Source: an optimization exercise on an open RTL-to-GDS flow (aim: small area and a short achievable clock period). Production flows keep margins and buffers that such runs may drop. RTL that was checked went through simulation tests only; none was proved equivalent to the original. Power is estimated from default activity; no workload was simulated.

Setup of the reference run:
## doodleGame
module doodleGame
(
	input logic Reset,  
	input logic frame_clk,  
	input logic [7:0] keycode,
	input logic [167:0] platforms,  
	input logic [41:0] springs,  
	output logic [19:0] sprite,  
	output logic [9:0] speed,
	output logic [9:0] scroll,
	output logic [19:0] score,
	output logic [1:0] state,
	output logic [1:0] difficulty,
	output logic [7:0] platHit
);
	logic [2:0] lastKc, kc;
	logic [7:0] xk, xkNext;
	logic [8:0] ya, yNext;  
	logic [5:0] sp, spNext;
	logic [7:0] scroll8, scrollNext;
	logic [19:0] scoreBase;  
	logic clearScore;
	logic [1:0] gravCnt, gravCntNext, stateNext, difficultyNext;
	logic prevMenu;
	logic leftKey, rightKey, leftPress, rightPress, startPress, pausePress;
	logic floorHit;
	logic [1:0] springHit;
	keyDecoder keys
	(
		.keycode(keycode),
		.lastKc(lastKc),
		.kc(kc),
		.leftKey(leftKey),
		.rightKey(rightKey),
		.leftPress(leftPress),
		.rightPress(rightPress),
		.startPress(startPress),
		.pausePress(pausePress)
	);
	gameStateCtrl control
	(
		.state(state),
		.difficulty(difficulty),
		.leftPress(leftPress),
		.rightPress(rightPress),
		.startPress(startPress),
		.pausePress(pausePress),
		.floorHit(floorHit),
		.stateNext(stateNext),
		.difficultyNext(difficultyNext)
	);
	hitDetector detect
	(
		.xk(xk),
		.yA(ya),
		.platforms(platforms),
		.springs(springs),
		.platHit(platHit),
		.springHit(springHit)
	);
	doodleMotion motion
	(
		.state(state),
		.difficulty(difficulty),
		.leftKey(leftKey),
		.rightKey(rightKey),
		.platAny(|platHit),
		.springAny(|springHit),
		.xk(xk),
		.y(ya),
		.sp(sp),
		.gravCnt(gravCnt),
		.prevMenu(prevMenu),
		.xkNext(xkNext),
		.yNext(yNext),
		.spNext(spNext),
		.scrollNext(scrollNext),
		.clearScore(clearScore),
		.gravCntNext(gravCntNext),
		.floorHit(floorHit)
	);
	localparam logic [1:0] DiffRst = 2'd1;
	localparam logic [8:0] YaRst = 9'd128;  
	logic [1:0] diffQ;
	logic [7:0] xkQ;
	logic [8:0] yaQ;
	logic notPrevMenu;
	assign difficulty = diffQ ^ DiffRst;
	assign xk = xkQ ^ doodlePkg::SlotNormal;
  ...
Size: roughly 1200 cells after synthesis, about 290 I/O pins, ~9700 um^2 of cells after synthesis.
==> module doodleGame, before the edit <==
module doodleGame
(
	input logic Reset,  
	input logic frame_clk,  
	input logic [7:0] keycode,
	input logic [167:0] platforms,  
	input logic [41:0] springs,  
	output logic [19:0] sprite,  
	output logic [9:0] speed,
	output logic [9:0] scroll,
	output logic [19:0] score,
	output logic [1:0] state,
	output logic [1:0] difficulty,
	output logic [7:0] platHit
);
	logic [2:0] lastKc, kc;
	logic [7:0] xk, xkNext;
	logic [8:0] ya, yNext;  
	logic [5:0] sp, spNext;
	logic [7:0] scroll8, scrollNext;
	logic [19:0] scoreBase;  
	logic clearScore;
	logic [1:0] gravCnt, gravCntNext, stateNext, difficultyNext;
	logic prevMenu;
	logic leftKey, rightKey, leftPress, rightPress, startPress, pausePress;
	logic floorHit;
	logic [1:0] springHit;
	keyDecoder keys
	(
		.keycode(keycode),
		.lastKc(lastKc),
		.kc(kc),
		.leftKey(leftKey),
		.rightKey(rightKey),
		.leftPress(leftPress),
		.rightPress(rightPress),
		.startPress(startPress),
		.pausePress(pausePress)
	);
	gameStateCtrl control
	(
		.state(state),
		.difficulty(difficulty),
		.leftPress(leftPress),
		.rightPress(rightPress),
		.startPress(startPress),
		.pausePress(pausePress),
		.floorHit(floorHit),
		.stateNext(stateNext),
		.difficultyNext(difficultyNext)
	);
	hitDetector detect
	(
		.xk(xk),
		.yA(ya),
		.platforms(platforms),
		.springs(springs),
		.platHit(platHit),
		.springHit(springHit)
	);
	doodleMotion motion
	(
		.state(state),
		.difficulty(difficulty),
		.leftKey(leftKey),
		.rightKey(rightKey),
		.platAny(|platHit),
		.springAny(|springHit),
		.xk(xk),
		.y(ya),
		.sp(sp),
		.gravCnt(gravCnt),
		.prevMenu(prevMenu),
		.xkNext(xkNext),
		.yNext(yNext),
		.spNext(spNext),
		.scrollNext(scrollNext),
		.clearScore(clearScore),
		.gravCntNext(gravCntNext),
		.floorHit(floorHit)
	);
	localparam logic [1:0] DiffRst = 2'd1;
	localparam logic [8:0] YaRst = 9'd128;  
	logic [1:0] diffQ;
	logic [7:0] xkQ;
	logic [8:0] yaQ;
	logic notPrevMenu;
	assign difficulty = diffQ ^ DiffRst;
	assign xk = xkQ ^ doodlePkg::SlotNormal;
	assign ya = yaQ ^ YaRst;
	assign prevMenu = ~notPrevMenu;
	always_ff @(posedge Reset or posedge frame_clk)
	begin
		if (frame_clk)
		begin
			lastKc <= doodlePkg::KcNone;
			state <= doodlePkg::StMenu;
			diffQ <= '0;
			xkQ <= '0;
			yaQ <= '0;
			sp <= '0;
			scroll8 <= '0;
			scoreBase <= '0;
			gravCnt <= '0;
			notPrevMenu <= 1'b0;
		end
		else
		begin
			lastKc <= kc;
			state <= stateNext;
			diffQ <= difficultyNext ^ DiffRst;
			xkQ <= xkNext ^ doodlePkg::SlotNormal;
			yaQ <= yNext ^ YaRst;
			sp <= spNext;
			scroll8 <= scrollNext;
			scoreBase <= clearScore ? 20'd0 : score;
			gravCnt <= gravCntNext;
			notPrevMenu <= (state != doodlePkg::StMenu);
		end
	end
	scoreAdd addScore (.base(scoreBase), .step(scroll8), .score(score));
	logic [8:0] yOut;
	ySub28 outY (.ya(ya), .y(yOut));
	assign sprite = {xk, 2'b10, 1'b0, yOut};
	assign speed = {{4{sp[5]}}, sp};
	assign scroll = {2'b00, scroll8};
endmodule
==> flow/config.mk <==
export PLATFORM = sky130hd
export DESIGN_NAME = doodleGame
export DESIGN_NICKNAME = doodleGame
export VERILOG_FILES = /design/flow/design.v
export SDC_FILE = /design/flow/constraint.sdc
export NUM_CORES = 4
export LEC_CHECK = 0
export CAP_MARGIN = 20
export CORE_MARGIN = 2
export CORE_UTILIZATION = 40
export CTS_BUF_LIST = sky130_fd_sc_hd__clkbuf_4 sky130_fd_sc_hd__clkbuf_8
export SETUP_SLACK_MARGIN = 4.5
export SLEW_MARGIN = 20
export SYNTH_HIERARCHICAL = 1
export SYNTH_MINIMUM_KEEP_SIZE = 0
==> flow/constraint.sdc <==
create_clock -name core_clock -period 10.0 [get_ports {Reset}]
set_input_delay 2.0000 -clock core_clock [delete_from_list [all_inputs] [get_ports {Reset}]]
set_output_delay 2.0000 -clock core_clock [all_outputs]
set_load 0.01 [all_outputs]
standard.sh (not shown) runs the stock make flow with config.mk's settings and CLKGATE_MAP_FILE= SYNTH_SCRIPT=/design/flow/synth_recipe.tcl, a recipe that flattens the netlist after the stock synthesis.
==> flow/flow/run.sh <==
#!/bin/bash
set -e
export BUFFER_PORTS_ARGS="-buffer_cell sky130_fd_sc_hd__buf_1"
bash standard.sh > standard.log 2>&1
Edits applied to the flow inputs when going from the reference run to the trial run:
--- a/flow/design.v
+++ b/flow/design.v
@@ -507,43 +507,33 @@
 		.gravCntNext(gravCntNext),
 		.floorHit(floorHit)
 	);
-	localparam logic [1:0] DiffRst = 2'd1;
-	localparam logic [8:0] YaRst = 9'd128;  
-	logic [1:0] diffQ;
-	logic [7:0] xkQ;
-	logic [8:0] yaQ;
-	logic notPrevMenu;
-	assign difficulty = diffQ ^ DiffRst;
-	assign xk = xkQ ^ doodlePkg::SlotNormal;
-	assign ya = yaQ ^ YaRst;
-	assign prevMenu = ~notPrevMenu;
 	always_ff @(posedge Reset or posedge frame_clk)
 	begin
 		if (frame_clk)
 		begin
 			lastKc <= doodlePkg::KcNone;
 			state <= doodlePkg::StMenu;
-			diffQ <= '0;
-			xkQ <= '0;
-			yaQ <= '0;
+			difficulty <= 2'd1;
+			xk <= doodlePkg::SlotNormal;
+			ya <= 9'd128;  
 			sp <= '0;
 			scroll8 <= '0;
 			scoreBase <= '0;
 			gravCnt <= '0;
-			notPrevMenu <= 1'b0;
+			prevMenu <= 1'b1;
 		end
 		else
 		begin
 			lastKc <= kc;
 			state <= stateNext;
-			diffQ <= difficultyNext ^ DiffRst;
-			xkQ <= xkNext ^ doodlePkg::SlotNormal;
-			yaQ <= yNext ^ YaRst;
+			difficulty <= difficultyNext;
+			xk <= xkNext;
+			ya <= yNext;
 			sp <= spNext;
 			scroll8 <= scrollNext;
 			scoreBase <= clearScore ? 20'd0 : score;
 			gravCnt <= gravCntNext;
-			notPrevMenu <= (state != doodlePkg::StMenu);
+			prevMenu <= (state == doodlePkg::StMenu);
 		end
 	end
 	scoreAdd addScore (.base(scoreBase), .step(scroll8), .score(score));
## What came out
- Compared with the reference run, in the trial run number of signal-net buffers in the layout went down about 1.5%, final wirelength went down 430 um, number of buffers inserted to repair setup after CTS went down 6, floorplan core area held, total sequential power went up about 10%.
- [compare] base=the reference run new=the trial run: worst vdd rail ir drop rose by 0.0044 mV; via count fell by about 1.2%; post-detailed-placement cell area fell by about 0.4%.
- Any difference in multi-input logic cell count between the trial run and the reference run is small enough to ignore.
- Relative to the reference run, post-placement cell count has gone down in the trial run.
- Summary of the comparison: final area is lower in the trial run, relative to the reference run.
Function was not checked in any run of this note: the RTL went through the layout flow alone.

* * *

Another version of the RTL of doodleGame (not shown whole).
Size in the first run: ~290 I/O pins, ~0.0094 mm² of cells after synthesis.
==> module ltTree8, before the edit <==
module ltTree8
(
	input logic [7:0] a,
	input logic [7:0] nb,
	input logic c1,
	input logic c0,
	input logic g2lo,  
	input logic p2lo,
	output logic lt
);
	logic [7:0] gn, pn;
	logic [3:0] g2, p2;
	logic [1:0] g4n, p4n;
	logic g8, p8;
	genvar i;
	generate
		for (i = 2; i < 8; i++)
		begin : gL0
			gNand2 cg (.a(a[i]), .b(nb[i]), .y(gn[i]));
			gNor2 cp (.a(a[i]), .b(nb[i]), .y(pn[i]));
		end
		for (i = 1; i < 4; i++)
		begin : gL1
			gOai21 cg (.a1(pn[2*i+1]), .a2(gn[2*i]), .b1(gn[2*i+1]), .y(g2[i]));
			gNor2 cp (.a(pn[2*i+1]), .b(pn[2*i]), .y(p2[i]));
		end
		for (i = 0; i < 2; i++)
		begin : gL2
			gAoi21 cg (.a1(p2[2*i+1]), .a2(g2[2*i]), .b1(g2[2*i+1]), .y(g4n[i]));
			gNand2 cp (.a(p2[2*i+1]), .b(p2[2*i]), .y(p4n[i]));
		end
	endgenerate
	assign g2[0] = g2lo;
	assign p2[0] = p2lo;
	gOai21 cg8 (.a1(p4n[1]), .a2(g4n[0]), .b1(g4n[1]), .y(g8));
	gNor2 cp8 (.a(p4n[1]), .b(p4n[0]), .y(p8));
	gAoi31 cOut (.a1(p8), .a2(c1), .a3(c0), .b1(g8), .y(lt));
endmodule
==> module gAo31, before the edit <==
module gAo31 (input logic a1, input logic a2, input logic a3, input logic b1, output logic y); assign y = (a1 & a2 & a3) | b1; endmodule
==> module geTree8, before the edit <==
module geTree8
(
	input logic [7:0] a,
	input logic [7:0] nb,
	input logic c1,
	input logic c0,
	input logic g2lo,  
	input logic p2lo,
	output logic ge
);
	logic [7:0] gn, pn;
	logic [3:0] g2, p2;
	logic [1:0] g4n, p4n;
	logic g8, p8;
	genvar i;
	generate
		for (i = 2; i < 8; i++)
		begin : gL0
			gNand2 cg (.a(a[i]), .b(nb[i]), .y(gn[i]));
			gNor2 cp (.a(a[i]), .b(nb[i]), .y(pn[i]));
		end
		for (i = 1; i < 4; i++)
		begin : gL1
			gOai21 cg (.a1(pn[2*i+1]), .a2(gn[2*i]), .b1(gn[2*i+1]), .y(g2[i]));
			gNor2 cp (.a(pn[2*i+1]), .b(pn[2*i]), .y(p2[i]));
		end
		for (i = 0; i < 2; i++)
		begin : gL2
			gAoi21 cg (.a1(p2[2*i+1]), .a2(g2[2*i]), .b1(g2[2*i+1]), .y(g4n[i]));
			gNand2 cp (.a(p2[2*i+1]), .b(p2[2*i]), .y(p4n[i]));
		end
	endgenerate
	assign g2[0] = g2lo;
	assign p2[0] = p2lo;
	gOai21 cg8 (.a1(p4n[1]), .a2(g4n[0]), .b1(g4n[1]), .y(g8));
	gNor2 cp8 (.a(p4n[1]), .b(p4n[0]), .y(p8));
	gAo31 cOut (.a1(p8), .a2(c1), .a3(c0), .b1(g8), .y(ge));
endmodule
==> flow/config.mk <==
export PLATFORM = sky130hd
export DESIGN_NAME = doodleGame
export DESIGN_NICKNAME = doodleGame
export VERILOG_FILES = /design/flow/design.v
export SDC_FILE = /design/flow/constraint.sdc
export NUM_CORES = 4
export LEC_CHECK = 0
export CAP_MARGIN = 20
export CORE_MARGIN = 2
export CORE_UTILIZATION = 40
export CTS_BUF_LIST = sky130_fd_sc_hd__clkbuf_4 sky130_fd_sc_hd__clkbuf_8
export SETUP_SLACK_MARGIN = 4.5
export SLEW_MARGIN = 20
export SYNTH_HIERARCHICAL = 1
export SYNTH_MINIMUM_KEEP_SIZE = 0
==> flow/constraint.sdc <==
create_clock -name core_clock -period 10.0 [get_ports {Reset}]
set_input_delay 2.0000 -clock core_clock [delete_from_list [all_inputs] [get_ports {Reset}]]
set_output_delay 2.0000 -clock core_clock [all_outputs]
set_load 0.01 [all_outputs]
Scripts as last shown in full above: flow/flow/run.sh
Then changed:
--- a/flow/design.v
+++ b/flow/design.v
@@ -129,88 +129,89 @@
 endmodule
 module gNand2 (input logic a, input logic b, output logic y); assign y = ~(a & b); endmodule
 module gNor2 (input logic a, input logic b, output logic y); assign y = ~(a | b); endmodule
 module gOai21 (input logic a1, input logic a2, input logic b1, output logic y); assign y = ~((a1 | a2) & b1); endmodule
 module gAoi21 (input logic a1, input logic a2, input logic b1, output logic y); assign y = ~((a1 & a2) | b1); endmodule
 module gAoi31 (input logic a1, input logic a2, input logic a3, input logic b1, output logic y); assign y = ~((a1 & a2 & a3) | b1); endmodule
+module treeTop
+#(
+	parameter bit Invert = 1
+)
+(
+	input logic [3:0] g2,
+	input logic [3:0] p2,
+	input logic c1,
+	input logic c0,
+	output logic y
+);
+	logic [1:0] g4, p4;
+	logic ge;
+	assign g4[0] = g2[1] | (p2[1] & g2[0]);
+	assign p4[0] = p2[1] & p2[0];
+	assign g4[1] = g2[3] | (p2[3] & g2[2]);
+	assign p4[1] = p2[3] & p2[2];
+	assign ge = g4[1] | (p4[1] & g4[0]) | (p4[1] & p4[0] & c1 & c0);
+	assign y = Invert ? ~ge : ge;
+endmodule
 module ltTree8
 (
 	input logic [7:0] a,
 	input logic [7:0] nb,
 	input logic c1,
 	input logic c0,
 	input logic g2lo,  
 	input logic p2lo,
 	output logic lt
 );
 	logic [7:0] gn, pn;
 	logic [3:0] g2, p2;
-	logic [1:0] g4n, p4n;
-	logic g8, p8;
 	genvar i;
 	generate
 		for (i = 2; i < 8; i++)
 		begin : gL0
 			gNand2 cg (.a(a[i]), .b(nb[i]), .y(gn[i]));
 			gNor2 cp (.a(a[i]), .b(nb[i]), .y(pn[i]));
 		end
 		for (i = 1; i < 4; i++)
 		begin : gL1
 			gOai21 cg (.a1(pn[2*i+1]), .a2(gn[2*i]), .b1(gn[2*i+1]), .y(g2[i]));
 			gNor2 cp (.a(pn[2*i+1]), .b(pn[2*i]), .y(p2[i]));
 		end
-		for (i = 0; i < 2; i++)
-		begin : gL2
-			gAoi21 cg (.a1(p2[2*i+1]), .a2(g2[2*i]), .b1(g2[2*i+1]), .y(g4n[i]));
-			gNand2 cp (.a(p2[2*i+1]), .b(p2[2*i]), .y(p4n[i]));
-		end
 	endgenerate
 	assign g2[0] = g2lo;
 	assign p2[0] = p2lo;
-	gOai21 cg8 (.a1(p4n[1]), .a2(g4n[0]), .b1(g4n[1]), .y(g8));
-	gNor2 cp8 (.a(p4n[1]), .b(p4n[0]), .y(p8));
-	gAoi31 cOut (.a1(p8), .a2(c1), .a3(c0), .b1(g8), .y(lt));
+	treeTop #(.Invert(1)) cTop (.g2(g2), .p2(p2), .c1(c1), .c0(c0), .y(lt));
 endmodule
-module gAo31 (input logic a1, input logic a2, input logic a3, input logic b1, output logic y); assign y = (a1 & a2 & a3) | b1; endmodule
 module geTree8
 (
 	input logic [7:0] a,
 	input logic [7:0] nb,
 	input logic c1,
 	input logic c0,
 	input logic g2lo,  
 	input logic p2lo,
 	output logic ge
 );
 	logic [7:0] gn, pn;
 	logic [3:0] g2, p2;
-	logic [1:0] g4n, p4n;
-	logic g8, p8;
 	genvar i;
 	generate
 		for (i = 2; i < 8; i++)
 		begin : gL0
 			gNand2 cg (.a(a[i]), .b(nb[i]), .y(gn[i]));
 			gNor2 cp (.a(a[i]), .b(nb[i]), .y(pn[i]));
 		end
 		for (i = 1; i < 4; i++)
 		begin : gL1
 			gOai21 cg (.a1(pn[2*i+1]), .a2(gn[2*i]), .b1(gn[2*i+1]), .y(g2[i]));
 			gNor2 cp (.a(pn[2*i+1]), .b(pn[2*i]), .y(p2[i]));
 		end
-		for (i = 0; i < 2; i++)
-		begin : gL2
-			gAoi21 cg (.a1(p2[2*i+1]), .a2(g2[2*i]), .b1(g2[2*i+1]), .y(g4n[i]));
-			gNand2 cp (.a(p2[2*i+1]), .b(p2[2*i]), .y(p4n[i]));
-		end
 	endgenerate
 	assign g2[0] = g2lo;
 	assign p2[0] = p2lo;
-	gOai21 cg8 (.a1(p4n[1]), .a2(g4n[0]), .b1(g4n[1]), .y(g8));
-	gNor2 cp8 (.a(p4n[1]), .b(p4n[0]), .y(p8));
-	gAo31 cOut (.a1(p8), .a2(c1), .a3(c0), .b1(g8), .y(ge));
+	treeTop #(.Invert(0)) cTop (.g2(g2), .p2(p2), .c1(c1), .c0(c0), .y(ge));
 endmodule
 module hitCombine
 (
 	input logic nY,
 	input logic hiFail,
 	input logic nmNeg,
The new run passed the timing, DRC and antenna checks.
Via count came out lower by a few percent.
Routed wire length came out lower by a few percent.
Utilization came out higher by 0.13 points.
Count of clock-buffer cells in the layout stays the same.
Register-to-register slack got worse by 0.02 ns.
Critical path depth came out higher by 1.
Worst hold slack improved by 0.0034 ns.
Function not checked in the first run of this note: the RTL went through the layout flow alone.

[re-timing with driven ports]
The flow's constraints put no driver on any port. The routed layouts listed below were extracted and timed again, unchanged, in two steps.
Step 1: set_driving_cell puts a clkbuf_16 on Reset and a buf_2 on each other input, an assumption about the parent block.
Step 2 moves the port delays by t, midway between the first and last clock arrival at a register: inputs arrive t later, outputs are due t later. That takes back most of the time a late clock gives input paths.
Slacks: ideal / step 1 / step 2; pairs: ideal / step 1.
run	t (ns)	slack for setup (ns)	clock arrival spread, ns	slew at the worst register clock pin (ns)	worst data-port slew with drivers (ns)
the reference run	0.371	4.268 / 4.235 / 4.415	0.015 / 0.015	0.08 / 0.08	0.08
the trial run	0.395	4.240 / 4.208 / 4.448	0.018 / 0.018	0.08 / 0.08	0.09
the first run of note 2	0.381	4.678 / 4.653 / 4.653	0.009 / 0.009	0.08 / 0.08	0.10
the second run of note 2	0.375	4.622 / 4.601 / 4.601	0.009 / 0.010	0.07 / 0.07	0.09
After both steps setup and hold are still met in every run listed. For the first run of note 2, which loses most, drivers alone change the setup slack by -0.025 ns; drivers and shift together by -0.025 ns.
